From an optimization exercise on the open Yosys and OpenROAD flow, aimed at small area, a short achievable clock period and few clock cycles per item; shortcuts taken in it are not production practice. Function was checked by simulation only, so behaviour that the tests miss may differ from the original. No activity file was given, so power comes from the tool's default toggle rates.

### flow/design.v
`timescale 1ns/1ps
package pkt_lkp_pkg;
    localparam int LKP_INFO_W     = 20;
    localparam int ODR_ID_W       = 3;
    localparam int PAYLOAD_W      = 64;
    localparam int REQ_ID_W       = 10;
    localparam int ROB_DEPTH      = 8;
    localparam int ROB_IDX_W      = 3;
    localparam int LKP_FIFO_DEPTH = 4;
    localparam int LKP_FIFO_IDX_W = 2;
    localparam int PKT_META_W     = 1 + LKP_INFO_W + ODR_ID_W + 1;
    localparam int LKP_REQ_W      = LKP_INFO_W + REQ_ID_W;
    typedef logic [LKP_INFO_W-1:0] lkp_info_t;
    typedef logic [ODR_ID_W-1:0]   odr_id_t;
    typedef logic [PAYLOAD_W-1:0]  payload_t;
    typedef logic [REQ_ID_W-1:0]   req_id_t;
    typedef logic [ROB_IDX_W-1:0]  rob_idx_t;
    typedef struct packed {
        logic      lkp_en;
        lkp_info_t lkp_info;
        odr_id_t   odr_id;
        logic      so;
    } pkt_meta_t;
    typedef struct packed {
        lkp_info_t info;
        req_id_t   req_id;
    } lkp_req_t;
    typedef struct packed {
        lkp_info_t rslt;
        odr_id_t   odr_id;
        logic      so;
        payload_t  payload;
    } out_pkt_t;
endpackage
`timescale 1ns/1ps
module pkt_lkp_top
(
    input  logic      clk,
    input  logic      rst_i,
    input  logic      b2c_pkt_vld_i,
    input  logic      b2c_pkt_lkp_en_i,
    input  pkt_lkp_pkg::lkp_info_t b2c_pkt_lkp_info_i,
    input  pkt_lkp_pkg::odr_id_t   b2c_pkt_odr_id_i,
    input  logic      b2c_pkt_so_i,
    input  pkt_lkp_pkg::payload_t  b2c_pkt_payload_i,
    output logic      c2b_pkt_rdy_o,
    output logic      c2a_lkp_vld_o,
    output pkt_lkp_pkg::lkp_info_t c2a_lkp_info_o,
    output pkt_lkp_pkg::req_id_t   c2a_lkp_req_id_o,
    input  logic      a2c_lkp_rdy_i,
    input  logic      a2c_lkp_rsp_vld_i,
    input  pkt_lkp_pkg::req_id_t   a2c_lkp_rsp_id_i,
    input  pkt_lkp_pkg::lkp_info_t a2c_lkp_rslt_i,
    output logic      c2d_pkt_vld_o,
    output pkt_lkp_pkg::lkp_info_t c2d_pkt_lkp_rslt_o,
    output pkt_lkp_pkg::odr_id_t   c2d_pkt_odr_id_o,
    output logic      c2d_pkt_so_o,
    output pkt_lkp_pkg::payload_t  c2d_pkt_payload_o,
    input  logic      d2c_pkt_rdy_i
);
    localparam int RW = pkt_lkp_pkg::LKP_INFO_W;
    logic          empty_q;
    logic          req_q;
    logic          full_d, done_d, req_d;
    logic          accept, take_lkp;
    logic [RW-1:0] rslt_d;
    assign c2b_pkt_rdy_o = empty_q;
    assign accept        = b2c_pkt_vld_i && empty_q;
    assign take_lkp      = accept && b2c_pkt_lkp_en_i;
    assign c2a_lkp_vld_o    = req_q;
    assign c2a_lkp_info_o   = c2d_pkt_lkp_rslt_o;
    assign c2a_lkp_req_id_o = '0;
    always_comb
    begin
        req_d = req_q;
        if (take_lkp)
            req_d = 1'b1;
        else if (a2c_lkp_rdy_i)
            req_d = 1'b0;
    end
    always_comb
    begin
        full_d = !empty_q;
        done_d = c2d_pkt_vld_o;
        if (accept)
        begin
            full_d = 1'b1;
            done_d = !b2c_pkt_lkp_en_i;
        end
        else
        begin
            if (c2d_pkt_vld_o && d2c_pkt_rdy_i)
                full_d = 1'b0;
            if (a2c_lkp_rsp_vld_i)
                done_d = 1'b1;
        end
    end
    always_ff @(posedge clk)
    begin
        if (rst_i)
        begin
            empty_q       <= 1'b1;
            c2d_pkt_vld_o <= 1'b0;
            req_q         <= 1'b0;
        end
        else
        begin
            empty_q       <= !full_d;
            c2d_pkt_vld_o <= full_d && done_d;
            req_q         <= req_d;
        end
    end
    assign rslt_d = (b2c_pkt_lkp_info_i & {RW{take_lkp}}) |
                    (a2c_lkp_rslt_i & {RW{a2c_lkp_rsp_vld_i}});
    always_ff @(posedge clk)
    begin
        if (rst_i)
        begin
            {c2d_pkt_odr_id_o, c2d_pkt_so_o, c2d_pkt_payload_o} <= '0;
            c2d_pkt_lkp_rslt_o <= '0;
        end
        else
        begin
            if (empty_q)
                {c2d_pkt_odr_id_o, c2d_pkt_so_o, c2d_pkt_payload_o} <=
                    {b2c_pkt_odr_id_i, b2c_pkt_so_i, b2c_pkt_payload_i};
            if (empty_q || a2c_lkp_rsp_vld_i)
                c2d_pkt_lkp_rslt_o <= rslt_d;
        end
    end
endmodule
### flow/flow/run.sh
#!/bin/bash
# Standard layout, with plain buffers on the ports, footprint-free resizing
# and a clock tree of large clusters.
set -euo pipefail
bash standard.sh MATCH_CELL_FOOTPRINT=0 "BUFFER_PORTS_ARGS=-buffer_cell sky130_fd_sc_hd__buf_1" \
  "CTS_ARGS=-sink_clustering_enable -repair_clock_nets -sink_clustering_size 100 -sink_clustering_max_diameter 500 -buf_list sky130_fd_sc_hd__clkbuf_16 -root_buf sky130_fd_sc_hd__clkbuf_16" \
  finish > make_finish.log 2>&1
### flow/config.mk
export PLATFORM = sky130hd
export DESIGN_NAME = pkt_lkp_top
export DESIGN_NICKNAME = pkt_lkp_top
export VERILOG_FILES = /design/flow/design.v
export SDC_FILE = /design/flow/constraint.sdc
export NUM_CORES = 4
export LEC_CHECK = 0
export CAP_MARGIN = 20
export CORE_MARGIN = 2
export CORE_UTILIZATION = 55
export CTS_CLUSTER_DIAMETER = 100
export CTS_CLUSTER_SIZE = 30
export SETUP_SLACK_MARGIN = 2.2
export SLEW_MARGIN = 20
export TNS_END_PERCENT = 100
### flow/constraint.sdc
create_clock -name core_clock -period 4.0 [get_ports {clk}]
set_input_delay 0.8000 -clock core_clock [delete_from_list [all_inputs] [get_ports {clk}]]
set_output_delay 0.8000 -clock core_clock [all_outputs]
set_load 0.01 [all_outputs]
### flow/standard.sh
#!/bin/bash
# synth_recipe.tcl (not shown) runs the flow's synth.tcl, then flattens the netlist and writes it again
# the make line also repeats each setting of config.mk as NAME=value (left out here)
make -C /OpenROAD-flow-scripts/flow DESIGN_CONFIG=/design/flow/config.mk WORK_HOME=/design/flow/orfs CLKGATE_MAP_FILE= SYNTH_SCRIPT=/design/flow/synth_recipe.tcl "${@:-finish}"
==> results of run 1 <==
kinds of logic after synthesis:
group                  Yosys count
AO/OA/AOI/OAI                   22
AND/OR/NAND/NOR                119
buffers and inverters           52
multiplexers                    68
flip-flops                      91
other                            1
area by class of cell:
cell class	count	area [µm²]	share of cell area, %
clock inverters	5	23.8	0.534
flip-flops and latches	91	1830	41.0
well taps	77	96.3	2.16
multi-input cells	220	1380	31.1
repair buffers	230	898	20.2
clock buffers	9	225	5.06
stage by stage:
step	utilization [%]	cells	hold WS, ns
2_1_floorplan	-	362	0.493
3_3_place_gp	66.4	615	0.459
3_5_place_dp	66.5	615	0.476
4_1_cts	71.0	631	0.484
5_1_grt	71.4	632	0.521
6_report	71.4	632	0.477
flip-flops by register name, indices dropped and copies added (netlist names):
name                flops
req_q                   1
c2d_pkt_vld_o           1
c2d_pkt_odr_id_o        3
c2d_pkt_so_o            1
c2d_pkt_payload_o      64
empty_q                 1
c2d_pkt_lkp_rslt_o     20
timing repair:
item / in CTS / in global routing
endpoints found under the setup margin: 67 / 20
resized for setup: 4 / 3
gates cloned: 0 / 1
pin swaps: 0 / 0
endpoints found under the hold margin: 0 / 0
buffers inserted: 2 / 0
cell usage in the layout, fill, tap and decap left out, drive strengths merged:
master	instances
a22oi	20
clkinv	4
nand3	1
or3	1
nand2	42
buf	229
nand2b	1
a21oi	1
inv	1
and4b	2
nor2	69
dfxtp	91
nor4	1
mux2i	68
conb	10
nor3	1
clkbuf	10
a211o	1
nor2b	2
tightest hold or removal path, stage by stage, from the launching register on:
cell	delay (ns)
sky130_fd_sc_hd__dfxtp_1	0.31
sky130_fd_sc_hd__nand2b_1	0.06
sky130_fd_sc_hd__a21oi_1	0.06
power breakdown:
| part | switching (W) | internal [W] |
|---|---|---|
| logic | 0.000168 | 0.000124 |
| registers | 0.0000366 | 0.000971 |
| clock network | 0.000317 | 0.000407 |
| total | 0.000521 | 0.00150 |
layer usage:
metal / track usage (%) / up-vias / routed length (µm)
met5: 0 / - / 0
met4: 6.60 / 0 / 69
met3: 7.22 / 9 / 660
met2: 40.0 / 125 / 4380
met1: 27.6 / 1354 / 3390
li1: - / 1530 / -
path summary, 6_finish.rpt:
path                         to  cells after the start  slack, ns
setup / recovery  c2b_pkt_rdy_o                      1       2.31
hold / removal            req_q                      2       0.48
setup reg to reg        empty_q                      3       2.37
hold reg to reg           req_q                      2       0.48
==> results.txt, run 1 <==
Outcome:
- The run finished with no timing, DRC or antenna violations.

CTS:
- The TritonCTS clock tree is built.
- The clock transition time at the flip-flop clock pins of the worst setup and hold paths is 0.06 ns.
- The clock drives 91 sinks.
- The clock tree synthesis step divided the H-tree into 3 levels.
- The clock passes through at most 2 buffers.
- The source-to-sink clock delay at the later pin of the worst-skew pair is 0.33 ns.
- For this design, the CTS-stage hold fixing added 0 buffers.
- In this run, CTS created clock tree buffers numbering 9.
- CTS placed an instance of sky130_fd_sc_hd__clkbuf_16 at the clock tree root.

Placed design:
- The final RePlAce weighted congestion is 0.825.
- Summing all placed instances gives a cell area of 0.00415 mm².
- The pre-CTS setup slack is 1.56 ns.
- Input and output buffers added on the ports amount to 225.
- After legalization and detailed placement, the total HPWL measured 6.08 mm.

STA:
- The number of hold-slack violations in the final timing report was 0.
- The number of pins exceeding their max-slew limit in the final report is 0.
- Setup violations remaining at the end of the flow were counted as 0.
- The maximum clock frequency is 592 MHz.
- Summed over all failing endpoints, the final setup total negative slack is 0 ns.
- The setup slack after layout is 2.31 ns.
- The worst max-slew margin expressed relative to the limit is 49.8%.
- The post-route minimum period is 1.69 ns.
- The actual slew at the worst max-slew pin is 0.750 ns.
- Setup repair after global routing left no endpoint under its margin.
- The worst setup skew after layout is 0.00800 ns.
- The post-route clock period utilization is 42.2%.

Worst setup path:
- The critical path goes through buf_1.
- The sort of element at the end of the critical path is an output pin.
- The arrival time of data at the critical path endpoint is 0.89 ns.
- The gate family responsible for the most delay along the worst path is flip-flops.
- The largest incremental delay on the critical path is 0.41 ns.
- The launching point of the worst reg2reg path is empty_q.
- Of all nets on the critical path, the largest fanout is 7.
- The total buffers and inverters traversed by the critical path is 1.
- The critical path is of the register to output pin type.
- The required time of the critical path is 3.20 ns.
- The type of element launching the critical path is a register.
- The slowest stage of the critical path belongs to the cell sky130_fd_sc_hd__dfxtp_4.
- Tracing the worst setup path back leads to its startpoint at empty_q.

Floorplanning:
- The floorplan has 29 rows.
- The floorplan step set the die width to 83.7 µm.
- The area of the die is 0.00700 mm².
- Once the floorplan was initialized, standard cells occupied 55.9% of the core.
- 246 I/O pins were placed.
- The die height is 83.7 µm.
- The placeable core area is 0.00624 mm².

Power and ir drop:
- The peak ir drop on the vdd network is 0.308 mV.
- For this design the static power due to leakage is 2.06 nW.
- The total chip power is 0.00202 W.
- The areal power density over the cells is 454 mW/mm².

GRT:
- The initial antenna violation count was 0.
- The first global-routing pass estimated 13.1 mm of wire.
- The global routing usage summed across all routing layers is 23.1%.
- The leftover overflow at the end of global routing is 0.
- Entering global routing, the biggest net connects 74 pins.
- The number of global-route vias before repair is 2742.

Yosys:
- The distinct cell type count after synthesis is 19.
- The cell area that synthesis handed to floorplanning was 0.00349 mm².
- The flip-flop and latch count after synthesis is 91.
- The cell taking the most area after synthesis is sky130_fd_sc_hd__dfxtp_1.
- The synthesized design devotes to its leading area cell type 52.2% of total area.
- The adder-cell share of the synthesized area is 0%.
- After synthesis, the largest family of logic cells by area is multiplexers.
- The share of synthesized area spent on multiplexers is 19.5%.
- Of all flip-flops after synthesis, the portion carrying an async set or reset was 0%.
- Sorting the synthesized cells by area gives the leading types as sky130_fd_sc_hd__dfxtp_1 52%, sky130_fd_sc_hd__mux2i_1 20%, sky130_fd_sc_hd__buf_4 7.7%, sky130_fd_sc_hd__nor2_1 7.4%, sky130_fd_sc_hd__nand2_1 4.5%.
- Among all cell types in the netlist, the one instantiated most often is sky130_fd_sc_hd__dfxtp_1.
- Synthesis produced 353 cells.
- The compound-gate portion of the synthesized area is 4.70%.
- The synthesized-area fraction occupied by and/or/nand/nor cells is 13.4%.
- In the synthesized netlist, the cells that appear most often are 91 x sky130_fd_sc_hd__dfxtp_1, 69 x sky130_fd_sc_hd__nor2_1, 68 x sky130_fd_sc_hd__mux2i_1.
- Yosys mapped a number of flops with a built-in enable equal to 0.
- Of the total synthesized cell area, the portion taken by XOR and XNOR cells is 0%.
- The most used flip-flop cell after synthesis is sky130_fd_sc_hd__dfxtp_1.
- The mean instance size in the synthesized netlist is 9.89 µm².
- For this run, the number of Yosys warnings is 1.
- The sequential area share after synthesis is 52.2%.

Detailed routing:
- The wire length per cell after detailed routing is 13.4 µm.
- The total wire length is 8.49 mm.
- Summing over every cut layer, the via total after detailed routing is 3018.
- The detailed router finished its first iteration with 106 violations.
- The count of nets left with antenna violations once routing finished came out at 0.
- The first detailed-routing pass took 4 iterations.
- For this run, design rule violations remaining after detail routing come to 0.
- The routed via count divided by cell count is 4.78.

Finish:
- The design area is 0.00445 mm².
- The share of layout cells above drive strength 1 is 4.32%.
- The layout has 515 filler cells.
- The number of nets in the layout is 677.
- The synthesis-to-finish area growth is 27.6%.
- 0 antenna diodes ended up in the layout.

Worst hold path:
- The origin of the worst min-delay path is req_q.
- The path class of the tightest hold or removal check is register to register.

Flow run:
- The count of maximum capacitance violations is 0.
Testbench counts, summed over its fixed seeds: cycles 29,004, items 3,200.
==> run 2, diff against run 1 <==
==> flow/flow/run.sh (replaced) <==
#!/bin/bash
# Standard layout, with plain buffers on the ports, footprint-free resizing
# and a clock tree without sink clustering.
set -euo pipefail
bash standard.sh MATCH_CELL_FOOTPRINT=0 "BUFFER_PORTS_ARGS=-buffer_cell sky130_fd_sc_hd__buf_1" \
  "CTS_ARGS=-repair_clock_nets -buf_list sky130_fd_sc_hd__clkbuf_16 -root_buf sky130_fd_sc_hd__clkbuf_16 -distance_between_buffers 500" \
  finish > make_finish.log 2>&1
==> run 2 against run 1 <==
Compared with the run above:
- non-clock buffer count unchanged
- sequential power is essentially flat
- global-route usage unchanged
- largest cell class unchanged
- still clean
- total power unchanged
- final cell count did not move
- clock skew is the same
==> results.txt, run 2 <==
Outcome:
- Result of the run: finished clean (unchanged).

CTS:
- The clock root buffer is sky130_fd_sc_hd__clkbuf_16 (unchanged).
- The H-tree depth came to 3 (unchanged).
- The maximum number of buffers from clock root to sink is 2 (unchanged).
- The number of buffers inserted during clock tree synthesis is 9 (unchanged).
- The source-to-sink clock delay at the later pin of the worst-skew pair is 0.33 ns (about the same).
- The TritonCTS clock tree is built (unchanged).
- The clock transition time at the flip-flop clock pins of the worst setup and hold paths was 0.06 ns (about the same).
- The clock sink count is 91 (unchanged).

Worst hold path:
- The class of the tightest hold or removal check is register to register (unchanged).
- The origin of the worst min-delay path is req_q (unchanged).

Yosys:
- The cell taking the most area after synthesis is sky130_fd_sc_hd__dfxtp_1 (unchanged).
- The library cell with the highest instance count after synthesis was sky130_fd_sc_hd__dfxtp_1 (unchanged).
- The flip-flop and latch count after synthesis is 91 (unchanged).
- The number of cells produced by synthesis is 353 (unchanged).
- The sequential area share after synthesis came to 52.2% (unchanged).
- The share of the synthesized area in the top cell type is 52.2% (unchanged).
- Area contributors post-synth: sky130_fd_sc_hd__dfxtp_1 52%, sky130_fd_sc_hd__mux2i_1 20%, sky130_fd_sc_hd__buf_4 7.7%, sky130_fd_sc_hd__nor2_1 7.4%, sky130_fd_sc_hd__nand2_1 4.5% (unchanged).
- The mean instance size in the synthesized netlist is 9.89 µm² (unchanged).
- The distinct cell type count after synthesis was 19 (unchanged).
- The most instantiated flip-flop cell in the synthesis netlist is sky130_fd_sc_hd__dfxtp_1 (unchanged).
- The combined area of all synthesized cells is 0.00349 mm² (unchanged).
- The count of yosys warnings during synthesis is 1 (unchanged).
- The number of enable flip-flop cells after synthesis is 0 (unchanged).
- Commonest cells in the synthesized netlist: 91 x sky130_fd_sc_hd__dfxtp_1, 69 x sky130_fd_sc_hd__nor2_1, 68 x sky130_fd_sc_hd__mux2i_1 (unchanged).
- The fraction of synthesis flops using an asynchronous set or reset pin is 0% (unchanged).

Worst setup path:
- The worst setup path startpoint is empty_q (unchanged).
- The gate family responsible for the most delay along the worst path is flip-flops (unchanged).
- The startpoint-to-endpoint class of the critical path is register to output pin (unchanged).
- The type of element launching the critical path is a register (unchanged).
- The total buffers and inverters traversed by the critical path is 1 (unchanged).
- The arrival time of data at the critical path endpoint was 0.89 ns (about the same).
- The critical-path maximum fanout is 7 (unchanged).
- CP Cell Sequence: buf_1 (unchanged).
- The required time of the critical path is 3.20 ns (about the same).
- The largest incremental delay on the critical path is 0.41 ns (about the same).
- The cell with the largest stage delay on the worst path is sky130_fd_sc_hd__dfxtp_4 (unchanged).
- The launching point of the worst reg2reg path is empty_q (unchanged).
- The sort of element at the end of the critical path was an output pin (unchanged).

Floorplanning:
- The number of primary I/O pins came to 246 (unchanged).
- The placeable core area is 0.00624 mm² (unchanged).
- The starting density of the core is 55.9% (unchanged).
- The die height is 83.7 µm (unchanged).
- The standard-cell row count is 29 (unchanged).
- The area of the die was 0.00700 mm² (unchanged).
- The die width is 83.7 µm (unchanged).

Placed design:
- The cell total after placement is 615 (unchanged).
- The number of port buffers is 225 (unchanged).
- The half-perimeter wire length of the detailed placement result came to 6.08 mm (unchanged).
- The final RePlAce weighted congestion is 0.825 (unchanged).

GRT:
- The largest net degree at the start of global routing is 74 (unchanged).
- The leftover overflow at the end of global routing is 0 (unchanged).
- The global routing usage summed across all routing layers is 23.1% (unchanged).
- The number of global-route vias before repair is 2742 (unchanged).
- The initial antenna violation count is 0 (unchanged).
- The first-pass GRT wire length came to 13.1 mm (unchanged).

Detailed routing:
- The first-pass detailed-route iteration total is 4 (unchanged).
- The total DRC errors in the routed layout is 0 (unchanged).
- The number of nets with antenna violations after detailed routing came to 0 (unchanged).
- The total wire length is 8.49 mm (unchanged).
- The wire length per cell after detailed routing is 13.4 µm (unchanged).
- The routed via count divided by cell count was 4.78 (unchanged).
- The initial DRC count is 106 (unchanged).
- The total via count after detailed routing was 3018 (unchanged).

Finish:
- The most common cell after layout, fill and taps aside is sky130_fd_sc_hd__buf_1 (unchanged).
- The number of nets in the layout was 677 (unchanged).
- The total inserted antenna cells is 0 (unchanged).
- The number of flip-flops in the largest register is 64 (unchanged).
- The fill cell total of the finished layout is 515 (unchanged).
- Top library cells by usage in the layout, fill and taps aside: 224 x sky130_fd_sc_hd__buf_1, 90 x sky130_fd_sc_hd__dfxtp_1, 69 x sky130_fd_sc_hd__nor2_1 (unchanged).
- The number of non-filler instances in the completed layout is 632 (unchanged).
- The share of layout cells above drive strength 1 is 4.32% (unchanged).
- The synthesis-to-finish area growth was 27.6% (unchanged).

STA:
- The setup violation total in the final timing report came to 0 (unchanged).
- The total negative slack for setup checks is 0 ns (unchanged).
- The worst setup skew after layout is 0.00800 ns (unchanged).
- Unrepaired setup endpoints after global routing: false (unchanged).
- The post-route minimum period is 1.69 ns (unchanged).
- The worst max-slew margin expressed relative to the limit came to 49.8% (unchanged).
- The number of pins exceeding their max-slew limit in the final report came to 0 (unchanged).
- The post-route clock period utilization is 42.2% (unchanged).
- The maximum clock frequency is 592 MHz (unchanged).
- The actual slew at the worst max-slew pin was 0.750 ns (unchanged).
- The number of hold-slack violations in the final timing report is 0 (unchanged).

Power and ir drop:
- The static leakage power is 2.06 nW (unchanged).
- The areal power density over the cells is 454 mW/mm² (unchanged).
- The peak ir drop on the vdd network is 0.308 mV (unchanged).

Flow run:
- The count of maximum capacitance violations is 0 (unchanged).
## run 2: what timing repair did
action / in CTS / in global routing
gates resized for setup: 4 / 3
gates cloned: 0 / 1
setup endpoints to repair: 67 / 20
setup buffers: 2 / 0
hold buffers: 0 / 0
## run 2: final timing paths
check | to | cells after the start | slack [ns]
worst max-delay path | c2b_pkt_rdy_o | 1 | 2.31
worst min-delay path | req_q | 2 | 0.48
worst max register to register | empty_q | 3 | 2.37
worst min register to register | req_q | 2 | 0.48
## run 2: metal layers
metal / share of wire, % / vias to the layer above / track usage, %
met1: 40 / 1354 / 27.6
met2: 52 / 125 / 40.0
met4: 0.81 / 0 / 6.60
met5: 0 / - / 0
met3: 7.8 / 9 / 7.22
li1: - / 1530 / -
## run 2: logic make-up after synthesis
logic type | share of synthesized area (%)
DFF | 52.2
other | 0.107
AOI/OAI and AO/OA | 4.70
and+or+nand+nor | 13.4
muxes | 19.5
buffers and inverters | 10.1
## run 2: per-stage QoR
stage | total power [W] | utilization, % | worst slack [ns] | hold WS, ns | area, µm²
after floorplan | 0.00122 | - | 2.48 | 0.493 | 3520
after global placement | 0.00131 | 66.4 | 1.60 | 0.459 | 4150
after detailed placement | 0.00131 | 66.5 | 1.56 | 0.476 | 4150
after CTS | 0.00204 | 71.0 | 2.20 | 0.484 | 4430
after global routing | 0.00212 | 71.4 | 2.21 | 0.521 | 4450
final | 0.00202 | 71.4 | 2.31 | 0.477 | 4450
## run 2: final cells by class
type,instances,area (µm²),area share (%)
multi-input cells,220,1380,31.1
well taps,77,96.3,2.16
clock inverters,5,23.8,0.534
clock buffers,9,225,5.06
repair buffers,230,898,20.2
flip-flops and latches,91,1830,41.0
## run 2: where the power goes
group          switching [W]  internal (W)  leakage [nW]
Sequential         0.0000366      0.000971         0.754
Clock               0.000317      0.000407         0.132
Combinational       0.000168      0.000124          1.18

-- port drivers added, routing unchanged --
In the flow no input, the clock included, has a driving cell. The finished layouts below were timed again as built, in two steps.
Step 1, drivers: a clkbuf_16 drives clk and a buf_2 each remaining input, both assumed.
Step 2, shift: input delay + t, output delay - t, t = (earliest + latest rising clock arrival at the registers) / 2. This alone moves slack from input paths to output paths.
Three values: ideal ports, drivers, drivers and shift; two values: the first two.
| run | t, ns | setup WS [ns] | hold slack, ns |
|---|---|---|---|
| run 1 | 0.353 | 2.310 / 2.279 / 1.975 | 0.477 / 0.477 / 0.477 |
| run 2 | 0.353 | 2.310 / 2.279 / 1.975 | 0.477 / 0.477 / 0.477 |
After both steps every run listed still meets setup and hold.
